Source: an optimization exercise on an open RTL-to-GDS flow (aim: small area, a short achievable clock period and few clock cycles per item). Production flows keep margins and buffers that such runs may drop. The RTL was checked by simulation tests, not by an equivalence proof against the original design. No activity file was given, so power comes from the tool's default toggle rates.

==> flow/design.v <==
package rpnr_pkg;
  localparam int PINS      = 28;
  localparam int PIN_IDX_W = $clog2(PINS);
  localparam int ROM_PINS  = 28;
  localparam int ROM_PIN_W = 5;
  localparam int LEVELS_W  = 2 * ROM_PINS;
  localparam int PIN_W     = 5;
  localparam int OP_W      = 2;
  localparam int ADDR_W    = 16;
  localparam int DATA_W    = 8;
  localparam int POLICY_W  = 2;
  localparam int CFG_IDX_W = 1;
  localparam int CFG_W     = LEVELS_W;
  localparam int SRC_W     = 6;
  localparam logic [PIN_IDX_W-1:0] LAST_ROW = PIN_IDX_W'(PINS - 1);
  localparam logic [OP_W-1:0] OP_LINK   = 2'd0;
  localparam logic [OP_W-1:0] OP_BEND   = 2'd1;
  localparam logic [OP_W-1:0] OP_DRIVES = 2'd2;
  localparam logic [1:0] LV_LOW   = 2'd0;
  localparam logic [1:0] LV_HIGH  = 2'd1;
  localparam logic [1:0] LV_FLOAT = 2'd2;
  localparam logic [POLICY_W-1:0] POL_HIGH_WINS = 2'd0;
  localparam logic [POLICY_W-1:0] POL_LOW_WINS  = 2'd1;
  localparam logic [POLICY_W-1:0] POL_RESET     = 2'd2;
  localparam logic [LEVELS_W-1:0] ALL_FLOAT = 56'hAAAAAAAAAAAAAA;
  localparam logic [CFG_IDX_W-1:0] CFG_POLICY = 1'b0;
  localparam logic [CFG_IDX_W-1:0] CFG_DRIVES = 1'b1;
  localparam logic [SRC_W-1:0] SRC_DATA0 = 6'd16;
  localparam logic [SRC_W-1:0] SRC_LOW   = 6'd32;
  localparam logic [SRC_W-1:0] SRC_HIGH  = 6'd33;
  localparam logic [SRC_W-1:0] SRC_NONE  = 6'd34;
  localparam logic [DATA_W*ROM_PIN_W-1:0] DATA_PIN =
    {5'd18, 5'd17, 5'd16, 5'd15, 5'd14, 5'd12, 5'd11, 5'd10};
  typedef enum logic [2:0] {
    ST_IDLE,
    ST_LINK,
    ST_INIT,
    ST_SWEEP,
    ST_DONE
  } seq_state_t;
  typedef struct packed {
    logic                 link_we;
    logic                 load;
    logic                 step;
    logic                 finish;
    logic [PIN_IDX_W-1:0] row;
  } seq_ctrl_t;
  localparam logic [ROM_PINS*SRC_W-1:0] PIN_SRC = {
    6'd33, 6'd15, 6'd13, 6'd8, 6'd9, 6'd11, 6'd32,
    6'd10, 6'd32, 6'd23, 6'd22, 6'd21, 6'd20, 6'd19,
    6'd32, 6'd18, 6'd17, 6'd16, 6'd0, 6'd1, 6'd2,
    6'd3, 6'd4, 6'd5, 6'd6, 6'd7, 6'd12, 6'd14
  };
endpackage
import rpnr_pkg::*;
module rpnr_seq
(
  input  logic            clk,
  input  logic            rst,
  input  logic            start_beat,
  input  logic [OP_W-1:0] op,
  input  logic            pair_ok,
  input  logic            row_changed,
  output rpnr_pkg::seq_ctrl_t       ctrl,
  output logic            busy
);
  rpnr_pkg::seq_state_t           state;
  rpnr_pkg::seq_state_t           state_next;
  logic [PIN_IDX_W-1:0] row;
  logic [PIN_IDX_W-1:0] row_next;
  logic                 sweep_chg;
  logic                 sweep_chg_next;
  always_ff @(posedge clk) begin
    if (rst) begin
      state     <= ST_IDLE;
      row       <= '0;
      sweep_chg <= 1'b0;
    end else begin
      state     <= state_next;
      row       <= row_next;
      sweep_chg <= sweep_chg_next;
    end
  end
  always_comb begin
    state_next = state;
    case (state)
      ST_IDLE: begin
        if (start_beat) begin
          case (op)
            OP_LINK:   state_next = ST_LINK;
            OP_BEND:   state_next = ST_INIT;
            OP_DRIVES: state_next = ST_INIT;
            default:   state_next = ST_DONE;
          endcase
        end
      end
      ST_LINK:  state_next = ST_DONE;
      ST_INIT:  state_next = ST_SWEEP;
      ST_SWEEP: begin
        if (row == LAST_ROW && !sweep_chg && !row_changed) begin
          state_next = ST_DONE;
        end
      end
      ST_DONE:  state_next = ST_IDLE;
      default:  state_next = ST_IDLE;
    endcase
  end
  always_comb begin
    row_next       = row;
    sweep_chg_next = sweep_chg;
    ctrl.link_we   = 1'b0;
    ctrl.load      = 1'b0;
    ctrl.step      = 1'b0;
    ctrl.finish    = 1'b0;
    ctrl.row       = row;
    busy           = 1'b1;
    case (state)
      ST_IDLE: busy = 1'b0;
      ST_LINK: ctrl.link_we = pair_ok;
      ST_INIT: begin
        ctrl.load      = 1'b1;
        row_next       = '0;
        sweep_chg_next = 1'b0;
      end
      ST_SWEEP: begin
        ctrl.step = 1'b1;
        if (row == LAST_ROW) begin
          row_next       = '0;
          sweep_chg_next = 1'b0;
        end else begin
          row_next       = row + 1'b1;
          sweep_chg_next = sweep_chg | row_changed;
        end
      end
      ST_DONE: ctrl.finish = 1'b1;
      default: busy = 1'b1;
    endcase
  end
endmodule
import rpnr_pkg::*;
module rpnr_link_matrix
(
  input  logic                 clk,
  input  logic                 rst,
  input  rpnr_pkg::seq_ctrl_t            ctrl,
  input  logic [PIN_IDX_W-1:0] pin_a,
  input  logic [PIN_IDX_W-1:0] pin_b,
  input  logic                 connected,
  output logic [PINS-1:0]      row_bits
);
  logic [PINS-1:0] rows [PINS];
  always_ff @(posedge clk) begin
    if (rst) begin
      for (int i = 0; i < PINS; i++) begin
        rows[i] <= '0;
      end
    end else if (ctrl.link_we) begin
      rows[pin_a][pin_b] <= connected;
      rows[pin_b][pin_a] <= connected;
    end
  end
  assign row_bits = rows[ctrl.row];
endmodule
import rpnr_pkg::*;
module rpnr_prop_unit
(
  input  logic            clk,
  input  rpnr_pkg::seq_ctrl_t       ctrl,
  input  logic [PINS-1:0] lv_hi,
  input  logic [PINS-1:0] lv_lo,
  input  logic [PINS-1:0] row_bits,
  output logic [PINS-1:0] net_hi,
  output logic [PINS-1:0] net_lo,
  output logic            row_changed
);
  logic hit_hi;
  logic hit_lo;
  assign hit_hi      = |(row_bits & net_hi);
  assign hit_lo      = |(row_bits & net_lo);
  assign row_changed = (hit_hi && !net_hi[ctrl.row]) || (hit_lo && !net_lo[ctrl.row]);
  always_ff @(posedge clk) begin
    if (ctrl.load) begin
      net_hi <= lv_hi;
      net_lo <= lv_lo;
    end else if (ctrl.step) begin
      net_hi[ctrl.row] <= net_hi[ctrl.row] | hit_hi;
      net_lo[ctrl.row] <= net_lo[ctrl.row] | hit_lo;
    end
  end
endmodule
import rpnr_pkg::*;
module rom_pin_net_resolver_top
(
  input  logic                 clk,
  input  logic                 rst,
  input  logic                 start,
  output logic                 busy,
  input  logic [OP_W-1:0]      op,
  input  logic [PIN_W-1:0]     pin_a,
  input  logic [PIN_W-1:0]     pin_b,
  input  logic                 connected,
  input  logic [ADDR_W-1:0]    address,
  input  logic [DATA_W-1:0]    data,
  output logic                 done,
  output logic                 accepted,
  output logic [DATA_W-1:0]    bent_byte,
  output logic [LEVELS_W-1:0]  pin_levels,
  input  logic                 cfg_valid,
  output logic                 cfg_ready,
  input  logic [CFG_IDX_W-1:0] cfg_index,
  input  logic [CFG_W-1:0]     cfg_data
);
  logic [OP_W-1:0]     op_r;
  logic [PIN_W-1:0]    pin_a_r;
  logic [PIN_W-1:0]    pin_b_r;
  logic                conn_r;
  logic [ADDR_W-1:0]   addr_r;
  logic [DATA_W-1:0]   data_r;
  logic [POLICY_W-1:0] policy;
  logic [LEVELS_W-1:0] pin_drives;
  logic [LEVELS_W-1:0] resolved;
  logic                start_beat;
  logic                pair_ok;
  logic                row_changed;
  logic [PINS-1:0]     row_bits;
  logic [PINS-1:0]     lv_hi;
  logic [PINS-1:0]     lv_lo;
  logic [PINS-1:0]     net_hi;
  logic [PINS-1:0]     net_lo;
  logic [LEVELS_W-1:0] new_levels;
  logic [DATA_W-1:0]   bent_new;
  rpnr_pkg::seq_ctrl_t           ctrl;
  logic [SRC_W-1:0]    src;
  logic [1:0]          drv;
  logic                b;
  logic [1:0]          r;
  assign start_beat = start && !busy;
  assign cfg_ready  = 1'b1;
  assign pair_ok    = ({1'b0, pin_a_r} < (PIN_W + 1)'(PINS)) &&
                      ({1'b0, pin_b_r} < (PIN_W + 1)'(PINS)) && (pin_a_r != pin_b_r);
  always_ff @(posedge clk) begin
    if (start_beat) begin
      op_r    <= op;
      pin_a_r <= pin_a;
      pin_b_r <= pin_b;
      conn_r  <= connected;
      addr_r  <= address;
      data_r  <= data;
    end
  end
  always_ff @(posedge clk) begin
    if (rst) begin
      policy     <= POL_RESET;
      pin_drives <= ALL_FLOAT;
    end else if (cfg_valid && cfg_ready) begin
      case (cfg_index)
        CFG_POLICY: policy     <= cfg_data[POLICY_W-1:0];
        CFG_DRIVES: pin_drives <= cfg_data;
        default:    policy     <= policy;
      endcase
    end
  end
  always_comb begin
    lv_hi = '0;
    lv_lo = '0;
    for (int i = 0; i < ROM_PINS; i++) begin
      src = PIN_SRC[SRC_W*i +: SRC_W];
      drv = pin_drives[2*i +: 2];
      b   = 1'b0;
      if (drv == LV_LOW) begin
        lv_lo[i] = 1'b1;
      end else if (drv == LV_HIGH) begin
        lv_hi[i] = 1'b1;
      end else if (op_r == OP_BEND) begin
        if (src < SRC_DATA0) begin
          b        = addr_r[src[3:0]];
          lv_hi[i] = b;
          lv_lo[i] = !b;
        end else if (src < SRC_LOW) begin
          b        = data_r[src[2:0]];
          lv_hi[i] = b;
          lv_lo[i] = !b;
        end else if (src == SRC_LOW) begin
          lv_lo[i] = 1'b1;
        end else if (src == SRC_HIGH) begin
          lv_hi[i] = 1'b1;
        end
      end
    end
  end
  always_comb begin
    new_levels = '0;
    for (int i = 0; i < ROM_PINS; i++) begin
      if (net_hi[i] && net_lo[i]) begin
        if (policy == POL_HIGH_WINS) begin
          new_levels[2*i +: 2] = LV_HIGH;
        end else if (policy == POL_LOW_WINS) begin
          new_levels[2*i +: 2] = LV_LOW;
        end else begin
          new_levels[2*i +: 2] = LV_FLOAT;
        end
      end else if (net_hi[i]) begin
        new_levels[2*i +: 2] = LV_HIGH;
      end else if (net_lo[i]) begin
        new_levels[2*i +: 2] = LV_LOW;
      end else begin
        new_levels[2*i +: 2] = LV_FLOAT;
      end
    end
    bent_new = data_r;
    for (int k = 0; k < DATA_W; k++) begin
      r = new_levels[2*int'(DATA_PIN[ROM_PIN_W*k +: ROM_PIN_W]) +: 2];
      if (r == LV_HIGH) begin
        bent_new[k] = 1'b1;
      end else if (r == LV_LOW) begin
        bent_new[k] = 1'b0;
      end
    end
  end
  always_ff @(posedge clk) begin
    if (rst) begin
      done     <= 1'b0;
      resolved <= ALL_FLOAT;
    end else begin
      done <= ctrl.finish;
      if (ctrl.finish && (op_r == OP_BEND || op_r == OP_DRIVES)) begin
        resolved <= new_levels;
      end
    end
  end
  always_ff @(posedge clk) begin
    if (ctrl.finish) begin
      case (op_r)
        OP_LINK: begin
          accepted   <= pair_ok;
          bent_byte  <= data_r;
          pin_levels <= resolved;
        end
        OP_BEND: begin
          accepted   <= 1'b1;
          bent_byte  <= bent_new;
          pin_levels <= new_levels;
        end
        OP_DRIVES: begin
          accepted   <= 1'b1;
          bent_byte  <= data_r;
          pin_levels <= new_levels;
        end
        default: begin
          accepted   <= 1'b0;
          bent_byte  <= data_r;
          pin_levels <= resolved;
        end
      endcase
    end
  end
  rpnr_seq u_seq (
    .clk         (clk),
    .rst         (rst),
    .start_beat  (start_beat),
    .op          (op),
    .pair_ok     (pair_ok),
    .row_changed (row_changed),
    .ctrl        (ctrl),
    .busy        (busy)
  );
  rpnr_link_matrix u_matrix (
    .clk       (clk),
    .rst       (rst),
    .ctrl      (ctrl),
    .pin_a     (pin_a_r[PIN_IDX_W-1:0]),
    .pin_b     (pin_b_r[PIN_IDX_W-1:0]),
    .connected (conn_r),
    .row_bits  (row_bits)
  );
  rpnr_prop_unit u_prop (
    .clk         (clk),
    .ctrl        (ctrl),
    .lv_hi       (lv_hi),
    .lv_lo       (lv_lo),
    .row_bits    (row_bits),
    .net_hi      (net_hi),
    .net_lo      (net_lo),
    .row_changed (row_changed)
  );
endmodule
==> flow/run.sh <==
#!/bin/bash
# synth_recipe.tcl (not shown) runs the flow's synth.tcl, then flattens the netlist and writes it again
# the make line also repeats each setting of config.mk as NAME=value (left out here)
make -C /OpenROAD-flow-scripts/flow DESIGN_CONFIG=/design/flow/config.mk WORK_HOME=/design/flow/orfs CLKGATE_MAP_FILE= SYNTH_SCRIPT=/design/flow/synth_recipe.tcl finish
==> flow/config.mk <==
export PLATFORM = sky130hd
export DESIGN_NAME = rom_pin_net_resolver_top
export DESIGN_NICKNAME = rom_pin_net_resolver_top
export VERILOG_FILES = /design/flow/design.v
export SDC_FILE = /design/flow/constraint.sdc
export NUM_CORES = 4
export LEC_CHECK = 0
export CAP_MARGIN = 20
export CORE_MARGIN = 2
export CORE_UTILIZATION = 30
export SLEW_MARGIN = 20
==> flow/constraint.sdc <==
create_clock -name core_clock -period 6.0 [get_ports {clk}]
set_input_delay 1.2000 -clock core_clock [delete_from_list [all_inputs] [get_ports {clk}]]
set_output_delay 1.2000 -clock core_clock [all_outputs]
set_load 0.01 [all_outputs]
==> notes.md <==
[cells in the mapped netlist (22+ instances only)]
master | number | area (µm²)
edfxtp_1 | 1054 | 31700
clkbuf_1 | 605 | 2270
nor2_1 | 582 | 2180
nand2_1 | 531 | 1990
a22oi_1 | 429 | 3220
o21ai_0 | 429 | 2150
o22ai_1 | 297 | 1860
mux2i_1 | 261 | 2610
a21oi_1 | 189 | 946
nand3_1 | 173 | 866
and3_1 | 170 | 1060
mux4_2 | 137 | 3090
dfxtp_1 | 129 | 2580
and2_1 | 123 | 769
o221ai_1 | 94 | 823
inv_1 | 89 | 334
a21o_1 | 72 | 541
a221o_1 | 57 | 571
nand2b_1 | 48 | 300
nor2b_1 | 44 | 275
or2_2 | 42 | 263
buf_1 | 39 | 146
buf_2 | 38 | 190
nand3b_1 | 33 | 248
a211o_1 | 29 | 254
nor3_1 | 27 | 135
o21bai_1 | 24 | 180
o21a_1 | 22 | 165
[power by group through the flow]
stage | clock network (mW) | logic [mW] | registers [mW]
after floorplan | 0 | 0.989 | 9.60
after global routing | 8.45 | 1.79 | 9.63
after CTS | 8.14 | 1.65 | 9.60
after global placement | 0 | 1.62 | 9.77
final | 8.11 | 1.71 | 9.61
after detailed placement | 0 | 1.64 | 9.77
[layout make-up]
class / instances / area (µm²) / area share (%)
diodes: 4 / 10.0 / 0.0138
clock buffers: 185 / 3720 / 5.12
clock inverters: 52 / 412 / 0.566
inverters: 90 / 345 / 0.475
multi-input cells: 4145 / 27000 / 37.1
flip-flops and latches: 1183 / 34200 / 47.1
well taps: 2805 / 3510 / 4.82
repair buffers: 376 / 3490 / 4.80
[worst max-delay path: stages (launching register included)]
cell     delay, ps
dfxtp_4       1020
buf_4          580
nor2b_1        970
a22oi_1        250
a21oi_1        400
nor4_1         170
a22oi_1        160
nand3_1        170
nor4_4         390
nand3_4        430
a32oi_1        370
a21oi_1        100
[cells by family (layout without fill, tap and decap cells)]
group | after synthesis | after routing | share of synthesized area, %
and+or+nand+nor | 1821 | 1821 | 13.4
AOI/OAI and AO/OA | 1749 | 1749 | 18.2
DFF | 1183 | 1183 | 53.9
buffers and inverters | 797 | 703 | 4.94
muxes | 415 | 415 | 9.27
adders and majority gates | 10 | 10 | 0.197
xor gates and xnor gates | 9 | 9 | 0.124
other | 2 | 145 | 0.0118
[registers in the layout (all words and copies together), names as in the netlist, named ones only]
name,flops
bent_byte,8
accepted,1
u_matrix.rows,896
u_prop.net_hi,28
pin_drives,56
policy,2
u_seq.row,5
u_seq.state,3
data_r,8
u_prop.net_lo,28
pin_b_r,5
u_seq.sweep_chg,1
resolved,56
conn_r,1
op_r,2
pin_levels,56
done,1
addr_r,16
pin_a_r,5
[how the worst max path moves through the flow]
stage	startpoint	endpoint	slack, ps	cells after the start
6_report	flop	u_prop.net_hi[22]	660	11
2_1_floorplan	u_seq.state[0]	resolved[11]	1750	6
3_3_place_gp	flop	u_prop.net_lo[26]	850	11
5_1_grt	flop	u_prop.net_hi[22]	620	11
4_1_cts	flop	u_prop.net_hi[22]	780	11
3_5_place_dp	flop	u_prop.net_hi[22]	820	11
[routing by layer]
layer | global-route usage (%) | vias to the layer above | part of all wire (%)
li1 | - | 22400 | -
met1 | 32.5 | 27000 | 38
met2 | 34.6 | 4469 | 41
met3 | 6.95 | 909 | 14
met4 | 15.2 | 20 | 7.3
met5 | 0.401 | - | 0.086
[stage by stage]
step | cell area, µm² | setup WS [ps] | power (mW) | utilization (%)
after floorplan | 64100 | 1750 | 10.6 | -
after global placement | 68500 | 846 | 11.4 | 32.6
final | 72700 | 660 | 19.4 | 34.6
after global routing | 72700 | 618 | 19.9 | 34.6
after CTS | 72700 | 779 | 19.4 | 34.6
after detailed placement | 68600 | 823 | 11.4 | 32.7
==> reports/qor.yml <==
cts_hold_buffers: 0
drive_above_1_share_pct: 11.3
htreeDepth: 4
num_rows: 168
yosys_warnings: 4
synthDistinctLibCells: 68
max_slew.worst_pin.slew_ps: 1290
required_ps: 6520
viasPerCell: 6.19
postRouteAntennaNets: 0
r2r_end: "u_prop.net_hi[22]"
p_sw_mw: 5.09
post_drt_wl_per_cell_um: 31.0
die_area_um2: 216000
crit_fanout: 34
insertion_delay_ps: 810
synth_area_per_cell_um2: 10.6
chipWidth_um: 464
hold_viol: 0
cellLeakagePower_nw: 23.9
hold_depth: 2
firstDrtPassIters: 7
period_share_pct: 89.0
synth_edf_count: 1054
fin_crit_ps: 5340
clock-sinks: 1183
cts.repair.resized: 0
drtIter0Drc: 9720
grt_overflow: 0
r2r_cells: 11
fillers: 20700
power_density_nw_per_um2: 267
cts_buffers: 134
fmax_mhz: 187
dp_cells: 8598
core_area_um2: 210000
whs_ps: 455
cp_data_arrival_time_ps: 5860
yosysSeqAreaShare_pct: 53.9
grt_pass1_wl_um: 380000
initial_utilization_pct: 30.3
final_cell_mix: "1,054 x edfxtp_1, 543 x nor2_1, 524 x nand2_1, 429 x a22oi_1, 428 x o21ai_0"
syn_area_um2: 63500
sequentialPowerShare_pct: 49.5
vdd_drop_max_mv: 0.186
finalSetupViolations: 0
maxSlewHeadroom_pct: 13.3
grt_usage_pct: 24.4
fp.dieH_um: 464
antenna_found_initial: 14
port_buffers: 164
cts.clk_slew.worst_paths_ps: 60
hold_class: "reg2reg"
cts_tree: "yes"
skew_ps: 31.5
rsz0062_at_grt: "false"
synthArstFlopShare_pct: 0
critPathKind: "reg2reg"
swShare_pct: 26.2
post-dp-hpwl_um: 181000
comb_power_share_pct: 8.8
grt_pass1_vias: 49900
ys_seq_elements: 1183
r2r_slack_ps: 660
grt_start_max_net_pins: 204
cts-root-buf: "clkbuf_16"
routed_wirelength_um: 274000
clockBufferDepth: 3
setup_tns_ps: 0
pin_count: 166
whs_endpoint: "resolved[6]"
mostFrequentLayoutCell: "edfxtp_1"
start_kind: "flop"
slew_viol_final: 0
clock_power_share_pct: 41.7
nets: 6038
drc: 0
status: "complete, no violations"
cts_setup_buffers: 0
areaGrowthSynthToFinish_pct: 14.5
cp-end-kind: "flop"
p_int_mw: 14.4
num_vias: 54700
fin_cells: 8840
gp_congestion: 1.00
synth-main-ff-cell: "edfxtp_1"
postSynthCellCount: 5986
holdCritStartpoint: "resolved[6]"
maxCapViolCount: 0
Testbench counts, summed over its fixed seeds: cycles 220,641, items 5,558.

-- port drivers added, routing unchanged --
No port has a modelled driver above. Below, the same layout with a new extraction and two added sets of constraints. Step 1 sets driving cells, clkbuf_16 on the clock port and buf_2 on the other inputs (assumed; they add their load-dependent delay and slew). Step 2 adds t to the input delays and takes it off the output delays; t is the mean of the earliest and latest rising clock arrival at the registers after step 1. Input paths then give back, and output paths get back, about the clock's delay inside the block. Slacks: ideal / step 1 / step 2; pairs: ideal / step 1.
t (ns): 0.875
setup WS [ns]: 0.660 / 0.660 / 0.660
worst setup path after step 2: register to register
slew at the worst register clock pin (ns): 0.07 / 0.07
cell pins on the clock port's net: 1
After both steps setup and hold are still met in this run. The setup slack of this run moves by 0.000 ns with the drivers and by 0.000 ns with both steps.
